Source: an optimization exercise on an open RTL-to-GDS flow (aim: small area, a short achievable clock period and few clock cycles per item). Production flows keep margins and buffers that such runs may drop.
At most, simulation tests tie the RTL to the original design; equivalence was not proved.
Function not checked in runs 1 and 4: the RTL went through the layout flow alone.
Power and IR drop assume default switching activity.

## flow/design.v

```verilog
package mspw_pkg;
  localparam int unsigned SENSORS     = 12;
  localparam int unsigned WIDTH_BITS  = 24;
  localparam int unsigned LO_BITS     = 8;
  localparam int unsigned WINDOW_W    = 16;
  localparam int unsigned INC_W       = 8;
  localparam int unsigned IDX_W       = 4;
  localparam int unsigned CNT_W       = 4;
  localparam logic [WINDOW_W-1:0] WINDOW_RESET = 16'd1000;
  localparam logic [INC_W-1:0]    INC_RESET    = 8'd1;
endpackage
module mspw_ctrl (
  input  logic                                 clk_i,
  input  logic                                 rst_ni,
  input  logic                                 cfg_we_i,
  input  logic                                 cfg_index_i,
  input  logic [15:0]                          cfg_data_i,
  input  logic                                 in_valid_i,
  output logic                                 in_ready_o,
  output logic                                 out_valid_o,
  input  logic                                 out_ready_i,
  output logic [63:0]                          out_data_o,
  output logic                                 out_last_o,
  output logic                                 clr_o,
  output logic                                 accept_o,
  output logic [mspw_pkg::INC_W-1:0]           inc_o,
  output logic [mspw_pkg::SENSORS-1:0]         rsel_o,
  input  logic [mspw_pkg::WIDTH_BITS-1:0]      rdata_i
);
  localparam int unsigned W = mspw_pkg::WIDTH_BITS;
  localparam int unsigned N = mspw_pkg::SENSORS;
  localparam logic [1:0] E_IDLE = 2'd0;
  localparam logic [1:0] E_SCAN = 2'd1;
  localparam logic [1:0] E_LOAD = 2'd2;   
  localparam logic [1:0] E_READ = 2'd3;
  logic [15:0] window_q;
  logic [7:0]  inc_q;
  always_ff @(posedge clk_i or negedge rst_ni) begin
    if (!rst_ni) begin
      window_q <= mspw_pkg::WINDOW_RESET;
      inc_q    <= mspw_pkg::INC_RESET;
    end else if (cfg_we_i) begin
      if (cfg_index_i) inc_q    <= cfg_data_i[7:0];
      else             window_q <= cfg_data_i;
    end
  end
  assign inc_o = inc_q;
  logic        init_q;      
  logic        ready_q;
  logic        go_q;        
  logic [1:0]  est_q;       
  logic [N-1:0] rsel_q;     
  logic        valid_q;
  logic        last_q;
  logic [16:0] cntp_q;      
  logic [W-1:0] cur_q;
  logic [3:0]  cidx_q;
  logic        cv_q;        
  logic [W-1:0] best_q;
  logic [3:0]  bidx_q;
  logic [3:0]  act_q;
  logic accept, close, start, xfer, beat10, lastxfer, at_limit;
  assign accept   = in_valid_i & ready_q;
  assign at_limit = (cntp_q >= {1'b0, window_q});
  assign close    = accept & at_limit;
  assign xfer     = valid_q & out_ready_i;
  assign beat10   = xfer & rsel_q[N-1] & (est_q == E_READ);    
  assign lastxfer = xfer & last_q;
  assign start    = (close | go_q) & ((est_q == E_IDLE) | lastxfer);
  assign clr_o    = init_q | beat10;
  assign accept_o = accept;
  assign rsel_o   = rsel_q;
  always_ff @(posedge clk_i or negedge rst_ni) begin
    if (!rst_ni) begin
      init_q  <= 1'b1;
      ready_q <= 1'b0;
      go_q    <= 1'b0;
      est_q   <= E_IDLE;
      rsel_q  <= N'(1);
      valid_q <= 1'b0;
      last_q  <= 1'b0;
    end else begin
      init_q <= 1'b0;
      if (init_q | beat10) ready_q <= 1'b1;
      else if (close)      ready_q <= 1'b0;
      go_q <= (close | go_q) & ~start;
      unique case (est_q)
        E_IDLE: begin
          if (start) est_q <= E_SCAN;
        end
        E_SCAN: begin
          rsel_q <= {rsel_q[N-2:0], rsel_q[N-1]};
          if (rsel_q[N-1]) est_q <= E_LOAD;
        end
        E_LOAD: begin
          rsel_q  <= {rsel_q[N-2:0], rsel_q[N-1]};
          valid_q <= 1'b1;
          last_q  <= 1'b0;
          est_q   <= E_READ;
        end
        E_READ: begin
          if (xfer) begin
            if (last_q) begin
              valid_q <= 1'b0;
              est_q   <= start ? E_SCAN : E_IDLE;
            end else begin
              rsel_q <= {rsel_q[N-2:0], rsel_q[N-1]};
              last_q <= rsel_q[N-1];
            end
          end
        end
        default: est_q <= E_IDLE;
      endcase
    end
  end
  always_ff @(posedge clk_i) begin
    if (init_q | close) cntp_q <= 17'd1;
    else if (accept)    cntp_q <= cntp_q + 17'd1;
  end
  logic load;
  logic [3:0] ridx;
  assign load = (est_q == E_SCAN) | (est_q == E_LOAD) | ((est_q == E_READ) & xfer & ~last_q);
  always_comb begin
    ridx = '0;
    for (int i = 0; i < N; i++) if (rsel_q[i]) ridx = ridx | 4'(i);
  end
  always_ff @(posedge clk_i) begin
    if (load) begin
      cur_q  <= rdata_i;
      cidx_q <= ridx;
    end
    cv_q <= (est_q == E_SCAN);
    if (cv_q) begin
      if (cidx_q == 4'd0) begin
        best_q <= cur_q;
        bidx_q <= 4'd0;
        act_q  <= {3'd0, |cur_q};
      end else begin
        if (cur_q > best_q) begin
          best_q <= cur_q;
          bidx_q <= cidx_q;
        end
        act_q <= act_q + {3'd0, |cur_q};
      end
    end
  end
  assign in_ready_o  = ready_q;
  assign out_valid_o = valid_q;
  assign out_last_o  = last_q;
  assign out_data_o  = {4'd0, bidx_q, best_q, act_q, cur_q, cidx_q};
endmodule
module mspw_datapath (
  input  logic                                 clk_i,
  input  logic                                 clr_i,      
  input  logic                                 accept_i,   
  input  logic [mspw_pkg::SENSORS-1:0]         levels_i,   
  input  logic [mspw_pkg::INC_W-1:0]           inc_i,
  input  logic [mspw_pkg::SENSORS-1:0]         rsel_i,     
  output logic [mspw_pkg::WIDTH_BITS-1:0]      rdata_o     
);
  localparam int unsigned W  = mspw_pkg::WIDTH_BITS;
  localparam int unsigned LB = mspw_pkg::LO_BITS;
  localparam int unsigned HB = W - LB;
  localparam int unsigned N  = mspw_pkg::SENSORS;
  logic [W-1:0] eff [N];
  for (genvar g = 0; g < N; g++) begin : g_lane
    logic [LB-1:0] lo_q;
    logic [HB-1:0] hi_q;
    logic          sat_q;
    logic [LB:0]   lo_sum;
    logic          sel, en;
    assign sel    = accept_i & ~levels_i[g];
    assign lo_sum = {1'b0, lo_q} + {1'b0, inc_i};
    assign en     = sel & lo_sum[LB];
    always_ff @(posedge clk_i) begin
      if (clr_i) begin
        lo_q  <= '0;
        hi_q  <= '0;
        sat_q <= 1'b0;
      end else if (sel) begin
        lo_q <= lo_sum[LB-1:0];
        if (en) begin
          hi_q  <= hi_q + HB'(1);
          sat_q <= sat_q | (&hi_q);
        end
      end
    end
    assign eff[g] = {hi_q, lo_q} | {W{sat_q}};
  end
  always_comb begin
    rdata_o = '0;
    for (int i = 0; i < N; i++) begin
      rdata_o = rdata_o | (eff[i] & {W{rsel_i[i]}});
    end
  end
endmodule
module multi_sensor_pulse_width_window_unit #(
  parameter int unsigned SENSOR_COUNT = 12,
  parameter int unsigned WIDTH_BITS   = 24
) (
  input  logic        clk_i,
  input  logic        rst_ni,
  input  logic        cfg_we_i,
  input  logic [0:0]  cfg_index_i,
  input  logic [15:0] cfg_data_i,
  input  logic        s_axis_tvalid,
  output logic        s_axis_tready,
  input  logic [15:0] s_axis_tdata,
  output logic        m_axis_tvalid,
  input  logic        m_axis_tready,
  output logic [63:0] m_axis_tdata,
  output logic        m_axis_tlast
);
  logic                                clr, accept;
  logic [mspw_pkg::INC_W-1:0]          inc;
  logic [mspw_pkg::SENSORS-1:0]        rsel;
  logic [mspw_pkg::WIDTH_BITS-1:0]     rdata;
  mspw_ctrl u_ctrl (
    .clk_i       (clk_i),
    .rst_ni      (rst_ni),
    .cfg_we_i    (cfg_we_i),
    .cfg_index_i (cfg_index_i[0]),
    .cfg_data_i  (cfg_data_i),
    .in_valid_i  (s_axis_tvalid),
    .in_ready_o  (s_axis_tready),
    .out_valid_o (m_axis_tvalid),
    .out_ready_i (m_axis_tready),
    .out_data_o  (m_axis_tdata),
    .out_last_o  (m_axis_tlast),
    .clr_o       (clr),
    .accept_o    (accept),
    .inc_o       (inc),
    .rsel_o      (rsel),
    .rdata_i     (rdata)
  );
  mspw_datapath u_datapath (
    .clk_i    (clk_i),
    .clr_i    (clr),
    .accept_i (accept),
    .levels_i (s_axis_tdata[mspw_pkg::SENSORS-1:0]),
    .inc_i    (inc),
    .rsel_i   (rsel),
    .rdata_o  (rdata)
  );
endmodule
```

## flow/run.sh

```bash
#!/bin/bash
# synth_recipe.tcl (not shown) runs the flow's synth.tcl, then flattens the netlist and writes it again
# the make line also repeats each setting of config.mk as NAME=value (left out here)
make -C /OpenROAD-flow-scripts/flow DESIGN_CONFIG=/design/flow/config.mk WORK_HOME=/design/flow/orfs CLKGATE_MAP_FILE= SYNTH_SCRIPT=/design/flow/synth_recipe.tcl finish
```

## flow/config.mk

```make
export PLATFORM = sky130hd
export DESIGN_NAME = multi_sensor_pulse_width_window_unit
export DESIGN_NICKNAME = multi_sensor_pulse_width_window_unit
export VERILOG_FILES = /design/flow/design.v
export SDC_FILE = /design/flow/constraint.sdc
export NUM_CORES = 4
export LEC_CHECK = 0
export ABC_CLOCK_PERIOD_IN_PS = 2300
export CAP_MARGIN = 20
export CORE_MARGIN = 2
export CORE_UTILIZATION = 50
export SETUP_SLACK_MARGIN = 3.2
export SLEW_MARGIN = 20
```

## flow/constraint.sdc

```tcl
create_clock -name core_clock -period 5.5 [get_ports {clk_i}]
set_input_delay 1.1000 -clock core_clock [delete_from_list [all_inputs] [get_ports {clk_i}]]
set_output_delay 1.1000 -clock core_clock [all_outputs]
set_load 0.01 [all_outputs]
```

==> impl_results.md, run 1 <==
- Slew of the pin with the lowest slew margin: ~1.3 ns
- Antenna violation net count after detailed routing: 0
- Mapped Area: 24,000 um2
- TritonCTS clock tree: yes
- Total count of max-transition violations in the final report: 0
- Input/output buffers: 96
- Half-perimeter wire length of the detailed placement result: around 51,000 um
- Worst slew margin: about 15%
- Drt total wl: between 70,000 and 80,000 um
- Maximum capacitance violations: 0
- VDD IR-drop max: about 240 uV
- Minimum period implied by the final worst setup slack: roughly 2.9 ns
- Data arrival at the endpoint of the critical path: ~3.4 ns
- Vias in the first global route: roughly 21,000
- Overflow left after global routing: 0
- Effective utilization at floorplan: 50.4%
- Global-route wire length before repair: approximately 120,000 um
- CP max FO: 7
- Initial antenna violation count: 6
- Final-layout setup total negative slack: 0 ns
- Depth of the most critical reg-to-reg path: 11
- Core Rows: 80
- CTS root buffer: sky130_fd_sc_hd__clkbuf_16
- Post-Syn Area per Cell: about 8.6 um2
- Warnings from Yosys: 3
- Result of the run: complete, no violations
- Predominant post-synthesis flop cell: sky130_fd_sc_hd__dfxtp_1
- Post-synth EDFFs: 60
- Fin. Hold Viols: 0
- Die Span X: around 220 um
- Proportion of synthesized flip-flops having asynchronous set or reset: 10.2%
- Worst slack on hold paths: 0.384 ns
- Setup repair after global routing missed its margin: true
- Synthesis-stage register bit count: approximately 420
- Maximum number of pins on one net before global-route repair: 89
- Worst-skew pair later-pin latency: roughly 0.6 ns
- Die Outline Area: between 40,000 and 50,000 um2
- Area after detailed placement: about 26,000 um2
- Synthesized netlist cell count: approximately 2,800
- Start-to-end type of the worst setup path: flip-flop to flip-flop
- Via-per-instance ratio: 6.03
- Initial DRT Pass Iterations: 5
- Kind of start point of the critical path: flip-flop
- Clock-pin slew on the worst setup and hold paths: 0.06 ns
- Fin cells: 3,704
- # DRC: 0
- Num CTS Buffers: 48
- Final setup violation count: 0
- Placed cells: between 3,000 and 4,000
- Final core area utilization: about two thirds
- Max Fclk: between 300 and 400 MHz
- Top-Level Pins: around 110
- Die boundary height: between 200 and 250 um
- First element of the critical path: u_ctrl.inc_q[0]
- Post-route standard cell area excluding fillers: just over 30,000 um2
- Total number of clock tree sinks: ~420
- Class of the tightest hold or removal check: input pin to asynchronous set/reset pin
- Deepest clock path buffer count: 3
- Cell leakage power: between 10 and 15 nW
- Fraction of layout cells with a size suffix above 1: 23.0%
- Final cycle utilization of the critical path: between 50% and 60%
- Critical Path End Type: flip-flop
- Worst flop-to-flop path startpoint: u_ctrl.inc_q[0]
- Total global routing track utilization: between 20% and 30%
- Level count of the clock H-tree: 2
- Sequential-to-total area share from yosys stat: between 30% and 40%
- Routed len/inst: 20.9 um
- Total core area: between 40,000 and 50,000 um2
- Required time of the critical path: 6.02 ns
- Routability congestion estimate: 0.892
- Power per unit of standard cell area: approximately 310 nW/um2
- Final setup skew: 0.0149 ns
- ANT cells: 0
- Synth unique cells: a little under 80
- Count of nets after finishing: roughly 3,300
- 1st-iter DRT viols: roughly 1,800
- Total via count after detailed routing: around 22,000
- Syn-to-layout area delta: 28.9%
-- sequential cells by signal, indices dropped and copies added, names as in the netlist --
name	flops
u_ctrl.last_q	1
u_ctrl.cidx_q	4
u_datapath.g_lane.lo_q	96
u_ctrl.est_q	2
u_ctrl.rsel_q	12
u_ctrl.init_q	1
u_ctrl.act_q	4
u_ctrl.cntp_q	17
u_datapath.g_lane.hi_q	192
u_ctrl.cv_q	1
u_datapath.g_lane.sat_q	12
u_ctrl.bidx_q	4
u_ctrl.ready_q	1
u_ctrl.best_q	24
u_ctrl.go_q	1
u_ctrl.cur_q	24
u_ctrl.window_q	16
u_ctrl.valid_q	1
u_ctrl.inc_q	8
-- final timing paths --
check                                           endpoint  slack, ns
max reg2reg                u_datapath.g_lane[7].hi_q[12]       2.61
min in group core_clock    u_datapath.g_lane[10].lo_q[2]       0.47
min                                  u_ctrl.window_q[11]       0.38
min reg2reg                u_datapath.g_lane[10].lo_q[2]       0.47
max in group asynchronous               u_ctrl.rsel_q[0]       4.58
max                        u_datapath.g_lane[7].hi_q[12]       2.61
-- metrics by stage --
stage / setup slack (ns) / power, mW
finish: 2.61 / 9.64
CTS: 2.65 / 9.37
detailed placement: 1.47 / 5.71
global placement: 1.52 / 5.63
floorplan: 2.89 / 5.00
global route: 2.52 / 10.1
-- worst max-delay path, cell delays in order (launching register included) --
cell	delay (ns)
sky130_fd_sc_hd__dfstp_4	0.66
sky130_fd_sc_hd__buf_12	0.14
sky130_fd_sc_hd__ha_4	0.14
sky130_fd_sc_hd__inv_2	0.04
sky130_fd_sc_hd__fa_2	0.36
sky130_fd_sc_hd__nor2b_1	0.12
sky130_fd_sc_hd__o21a_1	0.20
sky130_fd_sc_hd__o21ai_4	0.08
sky130_fd_sc_hd__a21oi_4	0.28
sky130_fd_sc_hd__o211ai_4	0.16
sky130_fd_sc_hd__or4_4	0.51
sky130_fd_sc_hd__a21oi_2	0.14
-- synthesized netlist by cell type (all sizes together), types with 22 or more instances --
cell	number	area share, %
buf	50	1.2
a21oi	163	3.7
dfxtp	318	27
edfxtp	60	7.5
clkbuf	91	1.4
or4	23	0.72
ha	155	8.1
nand3	76	1.6
nand2b	31	0.81
dfrtp	34	3.6
o21ai	414	8.8
xor2	93	3.4
o2111ai	33	1.3
a211oi	23	0.77
nor3	39	0.81
o21a	23	0.72
inv	117	1.8
or3	68	1.8
nor4	34	1.2
o211ai	23	0.86
xnor2	92	3.4
nand4	106	2.8
nor2	231	3.8
nand2	255	4.0
and2	22	0.57
and3	53	1.4
-- per-layer routing --
layer  GRT usage (%)  vias up  share of wire (%)
li1                -    10600                  -
met1            40.6    10900                 44
met2            46.1      755                 45
met3            5.28      154                6.9
met4            14.3        2                4.6
met5               0        -              0.010
-- cell type report --
class | count | area [um2]
Multi-Input combinational cell | 2133 | 15700
Sequential cell | 421 | 9270
Timing Repair Buffer | 330 | 3050
Inverter | 117 | 443
Clock inverter | 29 | 300
Tap cell | 615 | 769
Fill cell | 3936 | 16700
Clock buffer | 59 | 1360
-- cell usage in the layout (no fill, tap or decap), drive strengths merged, types with 23 or more instances in the layout --
master	synthesis	final
o21ai	414	416
dfxtp	318	318
buf	50	295
nand2	255	255
nor2	231	231
a21oi	163	163
ha	155	155
inv	117	119
nand4	106	106
xor2	93	93
xnor2	92	92
nand3	76	76
or3	68	68
clkbuf	91	62
edfxtp	60	60
and3	53	53
nor3	39	39
o2111ai	33	36
dfrtp	34	34
nor4	34	34
nand2b	31	33
clkdlybuf4s50	0	31
o21a	23	23
a211oi	23	23
or4	23	23
o211ai	23	23
-- timing repair --
action,4_1_cts,5_1_grt
setup buffers,151,58
pin swaps,132,160
gates resized for setup,464,195
endpoints found under the hold margin,0,0
hold buffers,0,0
cloned,8,3
setup endpoints to repair,408,298
-- power breakdown --
| group | switching (mW) | internal (mW) | total [mW] |
|---|---|---|---|
| sequential | 0.218 | 3.48 | 3.70 |
| clock | 1.38 | 1.99 | 3.37 |
| combinational | 1.39 | 1.18 | 2.57 |
| total | 2.98 | 6.66 | 9.64 |
-- logic make-up after synthesis --
kind of cell	synth area share, %
DFF	38.6
muxes	1.61
xor gates and xnor gates	6.76
and+or+nand+nor	20.7
AOI/OAI and AO/OA	18.7
adders and majority gates	9.10
other	0.0157
buffers and inverters	4.47
==> run 2, diff against run 1 <==
--- a/flow/design.v
+++ b/flow/design.v
@@ -30,8 +30,9 @@
   localparam int unsigned W = mspw_pkg::WIDTH_BITS;
   localparam int unsigned N = mspw_pkg::SENSORS;
-  localparam logic [1:0] E_IDLE = 2'd0;
-  localparam logic [1:0] E_SCAN = 2'd1;
-  localparam logic [1:0] E_LOAD = 2'd2;   
-  localparam logic [1:0] E_READ = 2'd3;
+  localparam logic [2:0] E_IDLE = 3'd0;
+  localparam logic [2:0] E_WAIT = 3'd1;   
+  localparam logic [2:0] E_SCAN = 3'd2;
+  localparam logic [2:0] E_LOAD = 3'd3;   
+  localparam logic [2:0] E_READ = 3'd4;
   logic [15:0] window_q;
   logic [7:0]  inc_q;
@@ -46,18 +47,18 @@
   end
   assign inc_o = inc_q;
-  logic        init_q;      
-  logic        ready_q;
-  logic        go_q;        
-  logic [1:0]  est_q;       
-  logic [N-1:0] rsel_q;     
-  logic        valid_q;
-  logic        last_q;
-  logic [16:0] cntp_q;      
+  logic         init_q;      
+  logic         ready_q;
+  logic         go_q;        
+  logic [2:0]   est_q;       
+  logic [N-1:0] rsel_q;      
+  logic         valid_q;
+  logic         last_q;
+  logic [16:0]  cntp_q;      
   logic [W-1:0] cur_q;
-  logic [3:0]  cidx_q;
-  logic        cv_q;        
+  logic [3:0]   cidx_q;
+  logic         cv_q;        
   logic [W-1:0] best_q;
-  logic [3:0]  bidx_q;
-  logic [3:0]  act_q;
+  logic [3:0]   bidx_q;
+  logic [3:0]   act_q;
   logic accept, close, start, xfer, beat10, lastxfer, at_limit;
   assign accept   = in_valid_i & ready_q;
@@ -87,5 +88,8 @@
       unique case (est_q)
         E_IDLE: begin
-          if (start) est_q <= E_SCAN;
+          if (start) est_q <= E_WAIT;
+        end
+        E_WAIT: begin
+          est_q <= E_SCAN;
         end
         E_SCAN: begin
@@ -103,5 +107,5 @@
             if (last_q) begin
               valid_q <= 1'b0;
-              est_q   <= start ? E_SCAN : E_IDLE;
+              est_q   <= start ? E_WAIT : E_IDLE;
             end else begin
               rsel_q <= {rsel_q[N-2:0], rsel_q[N-1]};
@@ -114,7 +118,15 @@
     end
   end
+  logic [17:0] cpre;
+  for (genvar k = 0; k <= 17; k++) begin : g_cpre
+    if (k == 0) begin : g_z
+      assign cpre[k] = 1'b1;
+    end else begin : g_nz
+      assign cpre[k] = &cntp_q[k-1:0];
+    end
+  end
   always_ff @(posedge clk_i) begin
     if (init_q | close) cntp_q <= 17'd1;
-    else if (accept)    cntp_q <= cntp_q + 17'd1;
+    else if (accept)    cntp_q <= cntp_q ^ cpre[16:0];
   end
   logic load;
@@ -159,39 +171,65 @@
   output logic [mspw_pkg::WIDTH_BITS-1:0]      rdata_o     
 );
-  localparam int unsigned W  = mspw_pkg::WIDTH_BITS;
-  localparam int unsigned LB = mspw_pkg::LO_BITS;
-  localparam int unsigned HB = W - LB;
   localparam int unsigned N  = mspw_pkg::SENSORS;
-  logic [W-1:0] eff [N];
+  localparam int unsigned HB = 16;
+  localparam int unsigned RB = HB + 8 + 2;   
+  logic [RB-1:0] rlane [N];
+  logic [RB-1:0] rsel_bus;
   for (genvar g = 0; g < N; g++) begin : g_lane
-    logic [LB-1:0] lo_q;
+    logic [7:0]    lo_q;
     logic [HB-1:0] hi_q;
-    logic          sat_q;
-    logic [LB:0]   lo_sum;
-    logic          sel, en;
-    assign sel    = accept_i & ~levels_i[g];
-    assign lo_sum = {1'b0, lo_q} + {1'b0, inc_i};
-    assign en     = sel & lo_sum[LB];
+    logic          c4_q, c8_q, sat_q;
+    logic          sel;
+    logic [7:0]    add;
+    logic [4:0]    s0, s1;
+    logic [HB:0]   pre;       
+    assign sel = accept_i & ~levels_i[g];
+    assign add = inc_i & {8{sel}};
+    assign s0  = {1'b0, lo_q[3:0]} + {1'b0, add[3:0]};
+    assign s1  = {1'b0, lo_q[7:4]} + {1'b0, add[7:4]} + {4'd0, c4_q};
+    for (genvar k = 0; k <= HB; k++) begin : g_pre
+      if (k == 0) begin : g_z
+        assign pre[k] = 1'b1;
+      end else begin : g_nz
+        assign pre[k] = &hi_q[k-1:0];
+      end
+    end
     always_ff @(posedge clk_i) begin
       if (clr_i) begin
         lo_q  <= '0;
+        c4_q  <= 1'b0;
+        c8_q  <= 1'b0;
         hi_q  <= '0;
         sat_q <= 1'b0;
-      end else if (sel) begin
-        lo_q <= lo_sum[LB-1:0];
-        if (en) begin
-          hi_q  <= hi_q + HB'(1);
-          sat_q <= sat_q | (&hi_q);
-        end
+      end else begin
+        lo_q  <= {s1[3:0], s0[3:0]};
+        c4_q  <= s0[4];
+        c8_q  <= s1[4];
+        hi_q  <= hi_q ^ (pre[HB-1:0] & {HB{c8_q}});
+        sat_q <= sat_q | (c8_q & pre[HB]);
       end
     end
-    assign eff[g] = {hi_q, lo_q} | {W{sat_q}};
+    assign rlane[g] = {sat_q, c8_q, hi_q, lo_q};
   end
   always_comb begin
-    rdata_o = '0;
+    rsel_bus = '0;
     for (int i = 0; i < N; i++) begin
-      rdata_o = rdata_o | (eff[i] & {W{rsel_i[i]}});
-    end
-  end
+      rsel_bus = rsel_bus | (rlane[i] & {RB{rsel_i[i]}});
+    end
+  end
+  logic [7:0]    r_lo;
+  logic [HB-1:0] r_hi, r_hi_inc;
+  logic          r_c8, r_sat;
+  logic [HB:0]   r_pre;
+  assign {r_sat, r_c8, r_hi, r_lo} = rsel_bus;
+  for (genvar k = 0; k <= HB; k++) begin : g_rpre
+    if (k == 0) begin : g_z
+      assign r_pre[k] = 1'b1;
+    end else begin : g_nz
+      assign r_pre[k] = &r_hi[k-1:0];
+    end
+  end
+  assign r_hi_inc = r_hi ^ (r_pre[HB-1:0] & {HB{r_c8}});
+  assign rdata_o  = (r_sat | (r_c8 & r_pre[HB])) ? '1 : {r_hi_inc, r_lo};
 endmodule
 module multi_sensor_pulse_width_window_unit #(
--- a/flow/config.mk
+++ b/flow/config.mk
@@ -6,8 +6,9 @@
 export NUM_CORES = 4
 export LEC_CHECK = 0
-export ABC_CLOCK_PERIOD_IN_PS = 2300
 export CAP_MARGIN = 20
 export CORE_MARGIN = 2
-export CORE_UTILIZATION = 50
-export SETUP_SLACK_MARGIN = 3.2
+export CORE_UTILIZATION = 60
+export CTS_BUF_LIST = sky130_fd_sc_hd__clkbuf_8
+export CTS_CLUSTER_SIZE = 30
+export SETUP_SLACK_MARGIN = 3.0
 export SLEW_MARGIN = 20
==> run 2 against run 1 <==
  * Die area shrank 22%
  * Clock-buffer cell count increased by 36
  * Sequential power up 6.5%
  * Highest routed layer is now met4
  * Register-to-register slack better by 0.35 ns
  * Cell count fell by 18%
  * Final area is 13% lower
  * Still clean
  * Critical path depth down 9
==> impl_results.md, run 2 <==
- Predominant post-synthesis flop cell: sky130_fd_sc_hd__dfxtp_1 (unchanged)
- Num CTS Buffers: 75 (was 48)
- Most frequent cells in the layout: 342 x sky130_fd_sc_hd__dfxtp_1, 301 x sky130_fd_sc_hd__nor2_1, 166 x sky130_fd_sc_hd__inv_1, 161 x sky130_fd_sc_hd__nand2_1, 134 x sky130_fd_sc_hd__ha_1 (was 352 x sky130_fd_sc_hd__o21ai_0, 318 x sky130_fd_sc_hd__dfxtp_1, 253 x sky130_fd_sc_hd__nand2_1, 215 x sky130_fd_sc_hd__nor2_1, 132 x sky130_fd_sc_hd__ha_1)
- Delay-heaviest family, CP: flip-flops (was compound AO/OA/AOI/OAI gates)
- # DRC: 0 (unchanged)
- Power per unit of standard cell area: 321 nW/um2 (was 312 nW/um2)
- Total global routing track utilization: 31.1% (was 29.9%)
- Half-perimeter wire length of the detailed placement result: 38,900 um (was 50,700 um)
- Global-route wire length before repair: 93,700 um (was 117,000 um)
- FF-to-FF setup slack: 2.96 ns (was 2.61 ns)
- Proportion of synthesized flip-flops having asynchronous set or reset: 9.87% (was 10.2%)
- Most frequent cells after synthesis: 342 x sky130_fd_sc_hd__dfxtp_1, 319 x sky130_fd_sc_hd__nor2_1, 164 x sky130_fd_sc_hd__nand2_1 (was 399 x sky130_fd_sc_hd__o21ai_0, 318 x sky130_fd_sc_hd__dfxtp_1, 254 x sky130_fd_sc_hd__nand2_1)
- Met1 Track Usage GR: 42.9% (was 40.6%)
- Drt total wl: 60,500 um (was 77,300 um)
- TritonCTS clock tree: yes (unchanged)
- Antenna violation net count after detailed routing: 0 (unchanged)
- Clock-pin slew on the worst setup and hold paths: 0.06 ns (about the same)
- ANT cells: 0 (unchanged)
- Fraction of layout cells with a size suffix above 1: 16.6% (was 23.0%)
- Max stage delay on crit path: 0.45 ns (was 0.66 ns)
- Final cycle utilization of the critical path: 46.8% (was 52.5%)
- Kind of start point of the critical path: flip-flop (unchanged)
- Fin. Hold Viols: 0 (unchanged)
- Flip-flop count of the largest register, all copies and words added: 192 (unchanged)
- Final setup skew: 0.0293 ns (was 0.0149 ns)
- Setup repair after global routing missed its margin: true (unchanged)
- Warnings from Yosys: 3 (unchanged)
- Count leader, synth: sky130_fd_sc_hd__dfxtp_1 (was sky130_fd_sc_hd__o21ai_0)
- Post-Syn Area per Cell: 9.59 um2 (was 8.56 um2)
- Class of the tightest hold or removal check: input pin to asynchronous set/reset pin (unchanged)
- Maximum capacitance violations: 0 (unchanged)
- Largest register by flop count: u_datapath.g_lane.hi_q (unchanged)
- Synthesis-stage register bit count: 446 (was 421)
- Total count of max-transition violations in the final report: 0 (unchanged)
- Total core area: 36,600 um2 (was 47,500 um2)
- Largest registers in the final layout: u_datapath.g_lane.hi_q x192, u_datapath.g_lane.lo_q x96 (unchanged)
- Met3 GRT Util: 5.77% (was 5.28%)
- Max stage delay cell, worst path: sky130_fd_sc_hd__edfxtp_1 (was sky130_fd_sc_hd__dfstp_4)
- Top-Level Pins: 105 (unchanged)
- Result of the run: complete, no violations (unchanged)
- First element of the critical path: u_ctrl.cur_q[10] (was u_ctrl.inc_q[0])
- Critical Path End Type: output pin (was flip-flop)
- Most heavily used metal layer in global routing: met2 (unchanged)
- 1st-iter DRT viols: 1,230 (was 1,754)
- Cell leakage power: 11.5 nW (was 12.1 nW)
- Synth area leaders: sky130_fd_sc_hd__dfxtp_1 31%, sky130_fd_sc_hd__edfxtp_1 8.1%, sky130_fd_sc_hd__ha_1 8.0% (was sky130_fd_sc_hd__dfxtp_1 27%, sky130_fd_sc_hd__o21ai_0 8.3%, sky130_fd_sc_hd__ha_1 8.1%)
- Effective utilization at floorplan: 60.9% (was 50.4%)
- Vias in the first global route: 17,400 (was 21,000)
- Leading cell type in the layout, fill and taps excluded: sky130_fd_sc_hd__dfxtp_1 (was sky130_fd_sc_hd__o21ai_0)
- Slew of the pin with the lowest slew margin: 0.989 ns (was 1.26 ns)
- Final setup violation count: 0 (unchanged)
- Worst path bufs/invs: 2 (unchanged)
- Worst-skew pair later-pin latency: 0.64 ns (was 0.59 ns)
- Final Power: 8.62 mW (was 9.64 mW)
- Die Outline Area: 38,700 um2 (was 49,700 um2)
- Worst-path cell chain: buf_4 > clkdlybuf4s15_2 (was buf_12 > ha_4 > inv_2 > fa_2 > nor2b_1 > o21a_1 > o21ai_4 > a21oi_4 > o211ai_4 > or4_4 > a21oi_2)
- Data arrival at the endpoint of the critical path: 1.48 ns (was 3.41 ns)
- Minimum period implied by the final worst setup slack: 2.58 ns (was 2.89 ns)
- Final-layout setup total negative slack: 0 ns (unchanged)
- Top cell type's share of synthesized area: 30.7% (was 26.6%)
- Max Fclk: 388 MHz (was 346 MHz)
- Level count of the clock H-tree: 3 (was 2)
- Area leader, netlist: sky130_fd_sc_hd__dfxtp_1 (unchanged)
- Die Span X: 197 um (was 223 um)
- Overflow left after global routing: 0 (unchanged)
- Deepest clock path buffer count: 3 (unchanged)
- Routed len/inst: 19.8 um (was 20.9 um)
- Die boundary height: 197 um (was 223 um)
- Count of nets after finishing: 2,737 (was 3,256)
- Worst slew margin: 33.7% (was 15.1%)
- Total via count after detailed routing: 17,700 (was 22,300)
- Maximum number of pins on one net before global-route repair: 83 (was 89)
- Routability congestion estimate: 0.861 (was 0.892)
- Input/output buffers: 96 (unchanged)
- Mapped Area: 22,300 um2 (was 24,000 um2)
- Met2 Usage GRT: 50.0% (was 46.1%)
- Total number of clock tree sinks: 446 (was 421)
- Synth unique cells: 61 (was 78)
- Worst flop-to-flop path startpoint: u_ctrl.cur_q[10] (was u_ctrl.inc_q[0])
- Sequential-to-total area share from yosys stat: 43.8% (was 38.6%)
- Post-synth EDFFs: 60 (unchanged)
- Initial DRT Pass Iterations: 5 (unchanged)
- Start-to-end type of the worst setup path: flip-flop to output pin (was flip-flop to flip-flop)
- Core Rows: 70 (was 80)
- Via-per-instance ratio: 5.82 (was 6.03)
- Synthesized netlist cell count: 2,323 (was 2,799)
- CP max FO: 2 (was 7)
- Syn-to-layout area delta: 20.4% (was 28.9%)
- Initial antenna violation count: 1 (was 6)
- CTS root buffer: sky130_fd_sc_hd__clkbuf_8 (was sky130_fd_sc_hd__clkbuf_16)
- Required time of the critical path: 4.40 ns (was 6.02 ns)
- VDD IR-drop max: 224 uV (was 243 uV)
run 2: area by class of cell:
type	count	area, um2
Clock buffer	95	1310
Clock inverter	43	215
Fill cell	2770	9770
Inverter	148	559
Multi-Input combinational cell	1634	12300
Sequential cell	446	9790
Tap cell	468	586
Timing Repair Buffer	214	2110
Timing Repair inverter	1	7.51
run 2: cells by family after synthesis:
group	count (synthesis)	share of synthesized area, %
compound gates	345	11.1
simple gates	842	18.6
flops	446	43.8
buf+inv	253	4.86
xor+xnor	235	9.24
other cells	1	0.0168
fa+ha+maj	179	11.3
mux	22	1.11
run 2: power breakdown:
part	leakage, nW	internal [mW]	switching, mW
Combinational	6.73	0.797	0.903
Clock	0.897	1.60	1.37
Sequential	3.86	3.68	0.260
run 2: metrics by stage:
step / worst slack [ns] / cell area (um2) / cells / util, % / hold slack (ns)
detailed placement: 1.73 / 23700 / 2802 / 64.8 / 0.458
global route: 2.88 / 26800 / 3049 / 73.3 / 0.488
CTS: 2.96 / 26100 / 3003 / 71.2 / 0.473
floorplan: 2.87 / 22500 / 2327 / - / 0.426
finish: 2.92 / 26800 / 3049 / 73.3 / 0.457
global placement: 1.79 / 23700 / 2801 / 64.7 / 0.448
run 2: layer usage:
metal / up-vias / share of wire, %
li1: 8369 / -
met1: 8633 / 44
met2: 639 / 46
met3: 107 / 7.5
met4: 0 / 2.6
met5: - / 0
run 2: path summary, 6_finish.rpt:
path,cells after the start,endpoint
max in group asynchronous,1,u_ctrl.rsel_q[11]
max,2,m_axis_tdata[14]
min reg2reg,0,u_ctrl.bidx_q[1]
max reg2reg,10,u_ctrl.bidx_q[2]
min,1,u_ctrl.valid_q
min in group core_clock,0,u_ctrl.bidx_q[1]
run 2: worst reg2reg max path: cells and delay by family, from the launching register on:
kind / cells / cell delay (ns)
flops: 1 / 0.45
fa+ha+maj: 1 / 0.26
simple gates: 3 / 0.65
compound gates: 4 / 0.53
buf+inv: 2 / 0.36
run 2: repair_timing:
action / 4_1_cts / 5_1_grt
gates cloned: 7 / 3
pin swaps: 14 / 27
hold endpoints to repair: 0 / 0
setup endpoints to repair: 406 / 134
buffers inserted: 56 / 43
hold buffers: 0 / 0
resized for setup: 148 / 78
Testbench counts of run 2, summed over its fixed seeds: cycles 31,347, windows 320.
==> run 3, diff against run 2 <==
--- a/flow/config.mk
+++ b/flow/config.mk
@@ -8,7 +8,5 @@
 export CAP_MARGIN = 20
 export CORE_MARGIN = 2
-export CORE_UTILIZATION = 60
-export CTS_BUF_LIST = sky130_fd_sc_hd__clkbuf_8
-export CTS_CLUSTER_SIZE = 30
-export SETUP_SLACK_MARGIN = 3.0
+export CORE_UTILIZATION = 50
+export SETUP_SLACK_MARGIN = 3.2
 export SLEW_MARGIN = 20
==> run 3 against run 2 <==
  * Sequential power about the same
  * Core utilization down 9.5 points
  * Clock skew down 0.0014 ns
  * Total power up 5.1%
  * Critical endpoint is now u_ctrl.best_q[7]
  * Largest power group unchanged
==> impl_results.md, run 3 <==
- Internal cell power: 6.45 mW (was 6.08 mW)
- Maximum number of pins on one net before global-route repair: 75 (was 83)
- Input/output buffers: 96 (unchanged)
- Count of nets after finishing: 2,781 (was 2,737)
- Fraction of the mapped netlist area in simple logic gates: 18.6% (unchanged)
- Synthesis-stage register bit count: 446 (unchanged)
- Synth unique cells: 61 (unchanged)
- First element of the critical path: u_ctrl.cur_q[17] (was u_ctrl.cur_q[10])
- Number of inserted filler cells in the final layout: 3,651 (was 2,770)
- Critical Path End Type: flip-flop (was output pin)
- Combined area of the multi-input logic cells: 12,900 um2 (was 12,300 um2)
- Total core area: 44,100 um2 (was 36,600 um2)
- Cell leakage power: 11.9 nW (was 11.5 nW)
- Predominant post-synthesis flop cell: sky130_fd_sc_hd__dfxtp_1 (unchanged)
- Die Outline Area: 46,300 um2 (was 38,700 um2)
- Leading cell type in the layout, fill and taps excluded: sky130_fd_sc_hd__dfxtp_1 (unchanged)
- Worst flop-to-flop path startpoint: u_ctrl.cur_q[17] (was u_ctrl.cur_q[10])
- Part of the power in registers: 43.7% (was 45.7%)
- Most frequent cells after synthesis: 342 x sky130_fd_sc_hd__dfxtp_1, 319 x sky130_fd_sc_hd__nor2_1, 164 x sky130_fd_sc_hd__nand2_1 (unchanged)
- Clock-pin slew on the worst setup and hold paths: 0.06 ns (about the same)
- Half-perimeter wire length of the detailed placement result: 39,600 um (was 38,900 um)
- Mux share of post-synthesis cell area: 1.11% (unchanged)
- ANT cells: 0 (unchanged)
- Global-route wire length before repair: 99,600 um (was 93,700 um)
- Warnings from Yosys: 3 (unchanged)
- Post-synth EDFFs: 60 (unchanged)
- Area after detailed placement: 23,900 um2 (was 23,700 um2)
- Final core area utilization: 63.8% (was 73.3%)
- Slew of the pin with the lowest slew margin: 0.961 ns (was 0.989 ns)
- Largest register by flop count: u_datapath.g_lane.hi_q (unchanged)
- Maximum capacitance violations: 0 (unchanged)
- Synth area leaders: sky130_fd_sc_hd__dfxtp_1 31%, sky130_fd_sc_hd__edfxtp_1 8.1%, sky130_fd_sc_hd__ha_1 8.0% (unchanged)
- Deepest clock path buffer count: 3 (unchanged)
- Worst slew margin: 36.0% (was 33.7%)
- Class of the tightest hold or removal check: flip-flop to flip-flop (was input pin to asynchronous set/reset pin)
- Data arrival at the endpoint of the critical path: 2.80 ns (was 1.48 ns)
- Die Span X: 215 um (was 197 um)
- Initial antenna violation count: 0 (was 1)
- Minimum period implied by the final worst setup slack: 2.50 ns (was 2.58 ns)
- Largest registers in the final layout: u_datapath.g_lane.hi_q x192, u_datapath.g_lane.lo_q x96 (unchanged)
- Setup WS pre-CTS: 1.67 ns (was 1.73 ns)
- Total global routing track utilization: 27.6% (was 31.1%)
- Kind of start point of the critical path: flip-flop (unchanged)
- Required time of the critical path: 5.80 ns (was 4.40 ns)
- Result of the run: complete, no violations (unchanged)
- Terminating pin of the worst hold path: u_datapath.g_lane[6].sat_q
- Final cycle utilization of the critical path: 45.5% (was 46.8%)
- Antenna violation net count after detailed routing: 0 (unchanged)
- Placed cells: 2,922 (was 2,802)
- Via-per-instance ratio: 5.57 (was 5.82)
- Post-Syn Area per Cell: 9.59 um2 (unchanged)
- Count leader, synth: sky130_fd_sc_hd__dfxtp_1 (unchanged)
- Most frequent cells in the layout: 340 x sky130_fd_sc_hd__dfxtp_1, 290 x sky130_fd_sc_hd__nor2_1, 148 x sky130_fd_sc_hd__nand2_1, 130 x sky130_fd_sc_hd__inv_1, 126 x sky130_fd_sc_hd__ha_1 (was 342 x sky130_fd_sc_hd__dfxtp_1, 301 x sky130_fd_sc_hd__nor2_1, 166 x sky130_fd_sc_hd__inv_1, 161 x sky130_fd_sc_hd__nand2_1, 134 x sky130_fd_sc_hd__ha_1)
- Routed len/inst: 20.1 um (was 19.8 um)
- Power per unit of standard cell area: 322 nW/um2 (was 321 nW/um2)
- Top-Level Pins: 105 (unchanged)
- # DRC: 0 (unchanged)
- CP max FO: 7 (was 2)
- Mapped Area: 22,300 um2 (unchanged)
- Worst Min Path Start: u_datapath.g_lane[6].sat_q
- CTS root buffer: sky130_fd_sc_hd__clkbuf_16 (was sky130_fd_sc_hd__clkbuf_8)
- Vias in the first global route: 17,700 (was 17,400)
- # hold bufs at CTS: 0 (unchanged)
- Effective utilization at floorplan: 50.5% (was 60.9%)
- Proportion of synthesized flip-flops having asynchronous set or reset: 9.87% (unchanged)
- Combinational group share of total power: 20.6% (was 19.7%)
- Num CTS Buffers: 49 (was 75)
- Post-route standard cell area excluding fillers: 28,200 um2 (was 26,800 um2)
- Final setup violation count: 0 (unchanged)
- Start-to-end type of the worst setup path: flip-flop to flip-flop (was flip-flop to output pin)
- VDD IR-drop max: 236 uV (was 224 uV)
- Top cell type's share of synthesized area: 30.7% (unchanged)
- Initial DRT Pass Iterations: 6 (was 5)
- Sequential-to-total area share from yosys stat: 43.8% (unchanged)
- Dominant combinational cell family by area after synthesis: simple AND/OR/NAND/NOR gates (unchanged)
- Hold Crit Depth: 2
- Worst-skew pair later-pin latency: 0.58 ns (was 0.64 ns)
- Final setup slack of the worst path: 3.00 ns (was 2.92 ns)
- Fin cells: 3,193 (was 3,049)
- 1st-iter DRT viols: 1,200 (was 1,230)
- Syn-to-layout area delta: 26.4% (was 20.4%)
- Total count of max-transition violations in the final report: 0 (unchanged)
- Fin. Hold Viols: 0 (unchanged)
- Depth of the most critical reg-to-reg path: 13 (was 10)
- Overflow left after global routing: 0 (unchanged)
- Die boundary height: 215 um (was 197 um)
- TritonCTS clock tree: yes (unchanged)
- Area share of fa/ha/maj cells after synthesis: 11.3% (unchanged)
- Synthesized netlist cell count: 2,323 (unchanged)
- Fraction of layout cells with a size suffix above 1: 24.2% (was 16.6%)
- Area leader, netlist: sky130_fd_sc_hd__dfxtp_1 (unchanged)
- Drt total wl: 64,300 um (was 60,500 um)
- Footprint of the flip-flops and latches: 9800 um2 (was 9790 um2)
- Setup repair after global routing missed its margin: true (unchanged)
- Final setup skew: 0.0279 ns (was 0.0293 ns)
- Total number of clock tree sinks: 446 (unchanged)
- Level count of the clock H-tree: 2 (was 3)
- FF-to-FF setup slack: 3.00 ns (was 2.96 ns)
- Synth Area in XOR/XNOR: 9.24% (unchanged)
- Core Rows: 77 (was 70)
- Final-layout setup total negative slack: 0 ns (unchanged)
- Sw frac: 28.8% (was 29.4%)
- Max Fclk: 399 MHz (was 388 MHz)
- Clk pwr share: 35.7% (was 34.6%)
- Routability congestion estimate: 0.828 (was 0.861)
- Worst R2R End: u_ctrl.best_q[7] (was u_ctrl.bidx_q[2])
- Switch Pwr: 2.61 mW (was 2.54 mW)
- Total via count after detailed routing: 17,800 (was 17,700)
- Flip-flop count of the largest register, all copies and words added: 192 (unchanged)
- Compound-Gate Fraction of Synth Area: 11.1% (unchanged)
==> run 3: cell type report <==
cell class	instances	share of cell area, %
Tap cell	592	2.63
Clock buffer	69	4.87
Clock inverter	19	0.689
Timing Repair Buffer	281	9.29
Sequential cell	446	34.8
Timing Repair inverter	1	0.0267
Multi-Input combinational cell	1637	45.7
Inverter	148	1.99
==> run 3: per-layer routing <==
| layer | vias to the layer above | GRT usage, % | share of wire (%) |
|---|---|---|---|
| met4 | 0 | 8.28 | 2.8 |
| met3 | 113 | 6.36 | 7.2 |
| met1 | 8682 | 37.2 | 44 |
| met5 | - | 0 | 0 |
| li1 | 8461 | - | - |
| met2 | 523 | 44.3 | 46 |
==> run 3: how the worst max path moves through the flow <==
stage                                                to  slack (ns)  cells past startpoint
after detailed placement   u_datapath.g_lane[7].lo_q[5]        1.67                      8
after global placement                  u_ctrl.cur_q[7]        1.77                      8
after CTS                              u_ctrl.best_q[5]        2.94                     13
final                                  u_ctrl.best_q[7]        3.00                     13
after global routing                  u_ctrl.best_q[13]        2.91                     13
after floorplan           u_datapath.g_lane[11].lo_q[5]        2.87                      8
==> run 3: metrics by stage <==
step	power, mW	hold WS, ns
after global placement	5.39	0.438
after global routing	9.46	0.488
after detailed placement	5.45	0.445
final	9.06	0.457
after floorplan	4.79	0.426
after CTS	8.98	0.458
==> run 3: kinds of logic (layout without fill, tap and decap cells) <==
family | after synthesis | after routing
AND/OR/NAND/NOR | 842 | 845
buffers and inverters | 253 | 518
multiplexers | 22 | 22
XOR/XNOR | 235 | 235
flip-flops | 446 | 446
other | 1 | 5
AO/OA/AOI/OAI | 345 | 351
adder cells (fa/ha/maj) | 179 | 179
==> run 3: critical path: stages, from the launching register on <==
cell                        delay (ns)
sky130_fd_sc_hd__edfxtp_1         0.41
sky130_fd_sc_hd__buf_6            0.14
sky130_fd_sc_hd__buf_6            0.11
sky130_fd_sc_hd__ha_4             0.25
sky130_fd_sc_hd__a21o_1           0.12
sky130_fd_sc_hd__a21oi_2          0.06
sky130_fd_sc_hd__nor2b_1          0.12
sky130_fd_sc_hd__o21ai_1          0.09
sky130_fd_sc_hd__a21oi_2          0.19
sky130_fd_sc_hd__a2111oi_4        0.05
sky130_fd_sc_hd__buf_4            0.19
sky130_fd_sc_hd__buf_12           0.12
sky130_fd_sc_hd__a21oi_4          0.19
sky130_fd_sc_hd__clkbuf_16        0.19
==> run 3: power groups by stage <==
| stage | Clock, mW | Sequential (mW) | Combinational, mW |
|---|---|---|---|
| floorplan | 0 | 4.00 | 0.796 |
| global placement | 0 | 4.05 | 1.34 |
| detailed placement | 0 | 4.06 | 1.38 |
| CTS | 3.29 | 3.95 | 1.74 |
| global route | 3.43 | 3.99 | 2.04 |
| finish | 3.24 | 3.96 | 1.86 |
==> run 3: timing repair <==
action                                  CTS  global route
endpoints found under the setup margin  401           188
pin swaps                                52            74
buffers inserted                        136            32
gates cloned                             13             2
gates resized for setup                 435           125
==> run 4, diff against run 3 <==
--- a/flow/design.v
+++ b/flow/design.v
@@ -2,9 +2,6 @@
   localparam int unsigned SENSORS     = 12;
   localparam int unsigned WIDTH_BITS  = 24;
-  localparam int unsigned LO_BITS     = 8;
   localparam int unsigned WINDOW_W    = 16;
   localparam int unsigned INC_W       = 8;
-  localparam int unsigned IDX_W       = 4;
-  localparam int unsigned CNT_W       = 4;
   localparam logic [WINDOW_W-1:0] WINDOW_RESET = 16'd1000;
   localparam logic [INC_W-1:0]    INC_RESET    = 8'd1;
@@ -23,5 +20,5 @@
   output logic                                 out_last_o,
   output logic                                 clr_o,
-  output logic                                 accept_o,
+  output logic                                 accept_en_o,
   output logic [mspw_pkg::INC_W-1:0]           inc_o,
   output logic [mspw_pkg::SENSORS-1:0]         rsel_o,
@@ -63,5 +60,5 @@
   logic accept, close, start, xfer, beat10, lastxfer, at_limit;
   assign accept   = in_valid_i & ready_q;
-  assign at_limit = (cntp_q >= {1'b0, window_q});
+  mspw_cmp #(.W(17)) u_lim (.a_i(cntp_q), .b_i({1'b0, window_q}), .gt_o(), .ge_o(at_limit));
   assign close    = accept & at_limit;
   assign xfer     = valid_q & out_ready_i;
@@ -70,5 +67,5 @@
   assign start    = (close | go_q) & ((est_q == E_IDLE) | lastxfer);
   assign clr_o    = init_q | beat10;
-  assign accept_o = accept;
+  assign accept_en_o = ready_q;
   assign rsel_o   = rsel_q;
   always_ff @(posedge clk_i or negedge rst_ni) begin
@@ -130,5 +127,6 @@
     else if (accept)    cntp_q <= cntp_q ^ cpre[16:0];
   end
-  logic load;
+  logic load, cur_gt;
+  mspw_cmp #(.W(W)) u_best (.a_i(cur_q), .b_i(best_q), .gt_o(cur_gt), .ge_o());
   logic [3:0] ridx;
   assign load = (est_q == E_SCAN) | (est_q == E_LOAD) | ((est_q == E_READ) & xfer & ~last_q);
@@ -149,5 +147,5 @@
         act_q  <= {3'd0, |cur_q};
       end else begin
-        if (cur_q > best_q) begin
+        if (cur_gt) begin
           best_q <= cur_q;
           bidx_q <= cidx_q;
@@ -162,8 +160,43 @@
   assign out_data_o  = {4'd0, bidx_q, best_q, act_q, cur_q, cidx_q};
 endmodule
+module mspw_cmp #(
+  parameter int unsigned W = 24
+) (
+  input  logic [W-1:0] a_i,
+  input  logic [W-1:0] b_i,
+  output logic         gt_o,   
+  output logic         ge_o    
+);
+  localparam int unsigned L = $clog2(W);
+  localparam int unsigned P = 1 << L;
+  logic [P-1:0] g [L+1];
+  logic [P-1:0] e [L+1];
+  for (genvar i = 0; i < P; i++) begin : g_leaf
+    if (i < W) begin : g_bit
+      assign g[0][i] = a_i[i] & ~b_i[i];
+      assign e[0][i] = ~(a_i[i] ^ b_i[i]);
+    end else begin : g_pad
+      assign g[0][i] = 1'b0;
+      assign e[0][i] = 1'b1;
+    end
+  end
+  for (genvar l = 0; l < L; l++) begin : g_lvl
+    for (genvar i = 0; i < (P >> (l + 1)); i++) begin : g_node
+      assign g[l+1][i] = g[l][2*i+1] | (e[l][2*i+1] & g[l][2*i]);
+      assign e[l+1][i] = e[l][2*i+1] & e[l][2*i];
+    end
+    for (genvar i = (P >> (l + 1)); i < P; i++) begin : g_unused
+      assign g[l+1][i] = 1'b0;
+      assign e[l+1][i] = 1'b1;
+    end
+  end
+  assign gt_o = g[L][0];
+  assign ge_o = g[L][0] | e[L][0];
+endmodule
 module mspw_datapath (
   input  logic                                 clk_i,
   input  logic                                 clr_i,      
-  input  logic                                 accept_i,   
+  input  logic                                 accept_en_i,  
+  input  logic                                 valid_i,      
   input  logic [mspw_pkg::SENSORS-1:0]         levels_i,   
   input  logic [mspw_pkg::INC_W-1:0]           inc_i,
@@ -172,18 +205,19 @@
 );
   localparam int unsigned N  = mspw_pkg::SENSORS;
+  localparam int unsigned W  = mspw_pkg::WIDTH_BITS;
   localparam int unsigned HB = 16;
   localparam int unsigned RB = HB + 8 + 2;   
   logic [RB-1:0] rlane [N];
   logic [RB-1:0] rsel_bus;
+  logic [7:0]    inc_r;
+  assign inc_r = inc_i & {8{accept_en_i}};
   for (genvar g = 0; g < N; g++) begin : g_lane
     logic [7:0]    lo_q;
     logic [HB-1:0] hi_q;
     logic          c4_q, c8_q, sat_q;
-    logic          sel;
     logic [7:0]    add;
     logic [4:0]    s0, s1;
     logic [HB:0]   pre;       
-    assign sel = accept_i & ~levels_i[g];
-    assign add = inc_i & {8{sel}};
+    assign add = inc_r & {8{valid_i & ~levels_i[g]}};
     assign s0  = {1'b0, lo_q[3:0]} + {1'b0, add[3:0]};
     assign s1  = {1'b0, lo_q[7:4]} + {1'b0, add[7:4]} + {4'd0, c4_q};
@@ -231,5 +265,5 @@
   end
   assign r_hi_inc = r_hi ^ (r_pre[HB-1:0] & {HB{r_c8}});
-  assign rdata_o  = (r_sat | (r_c8 & r_pre[HB])) ? '1 : {r_hi_inc, r_lo};
+  assign rdata_o  = {r_hi_inc, r_lo} | {W{r_sat | (r_c8 & r_pre[HB])}};
 endmodule
 module multi_sensor_pulse_width_window_unit #(
@@ -250,5 +284,5 @@
   output logic        m_axis_tlast
 );
-  logic                                clr, accept;
+  logic                                clr, accept_en;
   logic [mspw_pkg::INC_W-1:0]          inc;
   logic [mspw_pkg::SENSORS-1:0]        rsel;
@@ -267,5 +301,5 @@
     .out_last_o  (m_axis_tlast),
     .clr_o       (clr),
-    .accept_o    (accept),
+    .accept_en_o (accept_en),
     .inc_o       (inc),
     .rsel_o      (rsel),
@@ -275,5 +309,6 @@
     .clk_i    (clk_i),
     .clr_i    (clr),
-    .accept_i (accept),
+    .accept_en_i (accept_en),
+    .valid_i  (s_axis_tvalid),
     .levels_i (s_axis_tdata[mspw_pkg::SENSORS-1:0]),
     .inc_i    (inc),
--- a/flow/config.mk
+++ b/flow/config.mk
@@ -8,5 +8,7 @@
 export CAP_MARGIN = 20
 export CORE_MARGIN = 2
-export CORE_UTILIZATION = 50
+export CORE_UTILIZATION = 70
+export CTS_CLUSTER_DIAMETER = 80
+export CTS_CLUSTER_SIZE = 25
 export SETUP_SLACK_MARGIN = 3.2
 export SLEW_MARGIN = 20
==> run 4 against run 3 <==
  * Largest cell class unchanged
  * Register-to-register slack got worse by 0.13 ns
  * Critical path type unchanged
  * Area after synthesis increased by 0.12%
  * Fmax decreased by 5.1%
  * Sequential cell count unchanged
  * Global-route usage increased by 9.1 points
  * Clock skew increased by 0.0019 ns
  * Combinational power decreased by 63%
  * Largest power group unchanged
  * Hold slack improved by 0.024 ns
==> impl_results.md, run 4 <==
- Maximum number of pins on one net before global-route repair: 51 (was 75)
- Top-Level Pins: 105 (unchanged)
- Largest register by flop count: u_datapath.g_lane.hi_q (unchanged)
- Mapped Area: 22,300 um2 (about the same)
- Total via count after detailed routing: 18,400 (was 17,800)
- Setup repair after global routing missed its margin: true (unchanged)
- Final setup slack of the worst path: 2.86 ns (was 3.00 ns)
- Top cell type's share of synthesized area: 30.7% (about the same)
- Clock-pin slew on the worst setup and hold paths: 0.10 ns (was 0.06 ns)
- Predominant post-synthesis flop cell: sky130_fd_sc_hd__dfxtp_1 (unchanged)
- Warnings from Yosys: 9 (was 3)
- Routability congestion estimate: 0.881 (was 0.828)
- Post-synth EDFFs: 60 (unchanged)
- Worst R2R End: u_ctrl.cur_q[3] (was u_ctrl.best_q[7])
- Worst-path cell chain: buf_12 > buf_4 > a22oi_1 > nand2_1 > or2_2 > a31oi_4 > buf_12 > buf_16 > nand4_4 (was buf_6 > buf_6 > ha_4 > a21o_1 > a21oi_2 > nor2b_1 > o21ai_1 > a21oi_2 > a2111oi_4 > buf_4 > buf_12 > a21oi_4 > clkbuf_16)
- Final cycle utilization of the critical path: 48.0% (was 45.5%)
- Fin. Hold Viols: 0 (unchanged)
- Fin cells: 2,910 (was 3,193)
- Crit path top cell by count: sky130_fd_sc_hd__buf_12
- Total number of clock tree sinks: 446 (unchanged)
- Total core area: 31,500 um2 (was 44,100 um2)
- Initial DRT Pass Iterations: 6 (unchanged)
- Clk pwr share: 31.7% (was 35.7%)
- Sequential-to-total area share from yosys stat: 43.7% (was 43.8%)
- Core Rows: 65 (was 77)
- Deepest clock path buffer count: 3 (unchanged)
- ANT cells: 0 (unchanged)
- Max stage delay on crit path: 0.58 ns (was 0.41 ns)
- Critical Path End Type: flip-flop (unchanged)
- Global-route wire length before repair: 96,800 um (was 99,600 um)
- Initial antenna violation count: 2 (was 0)
- CP max FO: 8 (was 7)
- Drt total wl: 63,700 um (was 64,300 um)
- Half-perimeter wire length of the detailed placement result: 38,800 um (was 39,600 um)
- Antenna violation net count after detailed routing: 0 (unchanged)
- Class of the tightest hold or removal check: flip-flop to flip-flop (unchanged)
- Total count of max-transition violations in the final report: 0 (unchanged)
- Level count of the clock H-tree: 1 (was 2)
- Via-per-instance ratio: 6.34 (was 5.57)
- Terminating pin of the worst hold path: u_datapath.g_lane[0].sat_q (was u_datapath.g_lane[6].sat_q)
- Num CTS Buffers: 23 (was 49)
- Slew of the pin with the lowest slew margin: 0.787 ns (was 0.961 ns)
- Cell leakage power: 11.3 nW (was 11.9 nW)
- Vias in the first global route: 18,200 (was 17,700)
- Die boundary height: 183 um (was 215 um)
- Die Outline Area: 33,300 um2 (was 46,300 um2)
- Hold Crit Depth: 2 (unchanged)
- Largest registers in the final layout: u_datapath.g_lane.hi_q x192, u_datapath.g_lane.lo_q x96 (unchanged)
- Worst path bufs/invs: 4 (was 5)
- Setup WS pre-CTS: 1.82 ns (was 1.67 ns)
- FF-to-FF setup slack: 2.86 ns (was 3.00 ns)
- Part of the power in registers: 57.2% (was 43.7%)
- Switch Pwr: 1.60 mW (was 2.61 mW)
- 1st-iter DRT viols: 1,687 (was 1,200)
- Power per unit of standard cell area: 232 nW/um2 (was 322 nW/um2)
- Area leader, netlist: sky130_fd_sc_hd__dfxtp_1 (unchanged)
- Minimum period implied by the final worst setup slack: 2.64 ns (was 2.50 ns)
- Maximum capacitance violations: 0 (unchanged)
- Count of nets after finishing: 2,712 (was 2,781)
- CTS root buffer: sky130_fd_sc_hd__clkbuf_16 (unchanged)
- Synthesis-stage register bit count: 446 (unchanged)
- Syn-to-layout area delta: 18.6% (was 26.4%)
- Flip-flop count of the largest register, all copies and words added: 192 (unchanged)
- Final Power: 6.15 mW (was 9.06 mW)
- Max stage delay cell, worst path: sky130_fd_sc_hd__dfrtp_4 (was sky130_fd_sc_hd__edfxtp_1)
- TritonCTS clock tree: yes (unchanged)
- Final-layout setup total negative slack: 0 ns (unchanged)
- Routed len/inst: 21.9 um (was 20.1 um)
- Final setup violation count: 0 (unchanged)
- Effective utilization at floorplan: 70.9% (was 50.5%)
- Leading cell type in the layout, fill and taps excluded: sky130_fd_sc_hd__nor2_1 (was sky130_fd_sc_hd__dfxtp_1)
- Max Fclk: 379 MHz (was 399 MHz)
- Required time of the critical path: 5.79 ns (was 5.80 ns)
- Count leader, synth: sky130_fd_sc_hd__nor2_1 (was sky130_fd_sc_hd__dfxtp_1)
- Input/output buffers: 96 (unchanged)
- Overflow left after global routing: 0 (unchanged)
- Post-Syn Area per Cell: 9.66 um2 (was 9.59 um2)
- Sw frac: 26.0% (was 28.8%)
- # DRC: 0 (unchanged)
- Synthesized netlist cell count: 2,309 (was 2,323)
- Kind of start point of the critical path: flip-flop (unchanged)
- Worst slew margin: 47.5% (was 36.0%)
- Total global routing track utilization: 36.7% (was 27.6%)
- Worst-skew pair later-pin latency: 0.57 ns (was 0.58 ns)
- Proportion of synthesized flip-flops having asynchronous set or reset: 9.87% (unchanged)
- Result of the run: complete, no violations (unchanged)
- Internal cell power: 4.55 mW (was 6.45 mW)
- Worst flop-to-flop path startpoint: u_ctrl.rsel_q[2] (was u_ctrl.cur_q[17])
- Placed cells: 2,724 (was 2,922)
- Depth of the most critical reg-to-reg path: 9 (was 13)
- Most frequent cells in the layout: 348 x sky130_fd_sc_hd__nor2_1, 336 x sky130_fd_sc_hd__dfxtp_1, 145 x sky130_fd_sc_hd__nand2_1, 129 x sky130_fd_sc_hd__xor2_1, 124 x sky130_fd_sc_hd__ha_1 (was 340 x sky130_fd_sc_hd__dfxtp_1, 290 x sky130_fd_sc_hd__nor2_1, 148 x sky130_fd_sc_hd__nand2_1, 130 x sky130_fd_sc_hd__inv_1, 126 x sky130_fd_sc_hd__ha_1)
- Synth unique cells: 67 (was 61)
- Start-to-end type of the worst setup path: flip-flop to flip-flop (unchanged)
- Fraction of layout cells with a size suffix above 1: 22.4% (was 24.2%)
- Die Span X: 183 um (was 215 um)
- VDD IR-drop max: 330 uV (was 236 uV)
- Delay-heaviest family, CP: buffers and inverters (unchanged)
- Final setup skew: 0.0298 ns (was 0.0279 ns)
- Most frequent cells after synthesis: 373 x sky130_fd_sc_hd__nor2_1, 342 x sky130_fd_sc_hd__dfxtp_1, 156 x sky130_fd_sc_hd__nand2_1 (was 342 x sky130_fd_sc_hd__dfxtp_1, 319 x sky130_fd_sc_hd__nor2_1, 164 x sky130_fd_sc_hd__nand2_1)
- Worst Min Path Start: u_datapath.g_lane[0].sat_q (was u_datapath.g_lane[6].sat_q)
- Synth area leaders: sky130_fd_sc_hd__dfxtp_1 31%, sky130_fd_sc_hd__edfxtp_1 8.1%, sky130_fd_sc_hd__ha_1 8.0% (unchanged)
- Data arrival at the endpoint of the critical path: 2.93 ns (was 2.80 ns)
- # hold bufs at CTS: 0 (unchanged)
- Combinational group share of total power: 11.1% (was 20.6%)
run 4: cell count changes in the layout (fill, tap and decap cells not counted), sizes merged, moves of 8 or more:
| cell | previous run | this run |
|---|---|---|
| nor2 | 319 | 374 |
| nand2 | 167 | 156 |
| nor2b | 28 | 39 |
| and2 | 123 | 56 |
| nand3 | 47 | 55 |
| and4 | 24 | 38 |
| buf | 245 | 212 |
| nand4 | 46 | 33 |
| inv | 148 | 138 |
| nand2b | 1 | 15 |
| clkbuf | 72 | 39 |
run 4: logic make-up after synthesis:
family	Yosys count	share of synthesized area [%]
other	1	0.0168
AOI/OAI and AO/OA	349	11.8
adders and majority gates	178	11.2
xor gates and xnor gates	235	9.23
buffers and inverters	242	4.74
muxes	22	1.10
DFF	446	43.7
and+or+nand+nor	836	18.2
run 4: per-layer routing:
| metal | vias up | wire (um) | track usage, % |
|---|---|---|---|
| li1 | 8293 | - | - |
| met1 | 8994 | 25700 | 48.2 |
| met2 | 932 | 29500 | 60.2 |
| met3 | 221 | 5540 | 5.95 |
| met4 | 4 | 3010 | 15.7 |
| met5 | - | 29 | 0 |
run 4: how the worst max path moves through the flow:
stage / slack (ns) / end / cells after the start / start
after global placement: 1.87 / u_ctrl.cur_q[23] / 5 / m_axis_tready
after detailed placement: 1.82 / u_ctrl.cur_q[22] / 5 / m_axis_tready
after global routing: 2.80 / u_ctrl.cur_q[3] / 10 / u_ctrl.rsel_q[0]
after CTS: 2.92 / u_ctrl.cur_q[3] / 11 / u_ctrl.rsel_q[2]
after floorplan: 3.03 / u_datapath.g_lane[1].lo_q[5] / 7 / s_axis_tvalid
final: 2.86 / u_ctrl.cur_q[3] / 9 / u_ctrl.rsel_q[2]
run 4: cell type report:
class                           instances  area (um2)
Clock inverter                          6        97.6
Fill cell                            1775        5010
Clock buffer                           31         606
Sequential cell                       446        9790
Multi-Input combinational cell       1633       12700
Inverter                              138         522
Timing Repair Buffer                  253        2240
Timing Repair inverter                  1        7.51
Tap cell                              402         503
run 4: what timing repair did:
| item | CTS | global route |
|---|---|---|
| resized for setup | 366 | 98 |
| setup endpoints to repair | 474 | 166 |
| cloned | 12 | 1 |
| pin swaps | 35 | 26 |
| buffers inserted | 104 | 32 |
run 4: worst reg2reg max path: cells and delay by family, from the launching register on:
family,cells,cell delay (ns)
compound gates,2,0.59
buf+inv,4,0.61
flops,1,0.58
simple gates,3,0.60
run 4: per-stage QoR:
stage	utilization, %	instance area [um2]	hold slack, ns
2_1_floorplan	-	22800	0.425
3_3_place_gp	75.9	23900	0.435
3_5_place_dp	75.9	23900	0.450
4_1_cts	82.4	25900	0.464
5_1_grt	84.1	26500	0.512
6_report	84.1	26500	0.481
run 4: power groups by stage:
stage | sequential, mW | clock, mW | combinational (mW)
floorplan | 3.56 | 0 | 0.429
global placement | 3.58 | 0 | 0.561
detailed placement | 3.58 | 0 | 0.598
CTS | 3.50 | 1.95 | 0.643
global route | 3.52 | 2.07 | 0.757
finish | 3.51 | 1.95 | 0.684

-- afterwards: timing with drivers on the ports --
In the flow no input, the clock included, has a driving cell. The finished layouts below were timed again as built, in two steps. Step 1 assumes that a clkbuf_16 drives the clock port and a buf_2 every other input. Step 2 adds t to the input delays and takes it off the output delays; t is the mean of the earliest and latest rising clock arrival at the registers after step 1. Input paths then give back, and output paths get back, about the clock's delay inside the block. Slacks: ideal ports / drivers / drivers and shift; pairs: ideal ports / drivers.
run	shift t [ns]	setup WS [ns]	clock arrival spread, ns	worst data-port slew with drivers (ns)	cell pins on the clock port's net
run 1	0.637	2.612 / 2.612 / 2.147	0.016 / 0.016	0.04	1
run 2	0.672	2.924 / 2.874 / 2.390	0.030 / 0.030	0.03	1
run 3	0.623	2.995 / 2.992 / 2.561	0.028 / 0.028	0.06	1
run 4	0.606	2.861 / 2.861 / 2.626	0.034 / 0.034	0.07	1
After both steps every run listed still meets setup and hold. For run 2, which loses most, drivers alone change the setup slack by -0.050 ns; drivers and shift together by -0.534 ns.
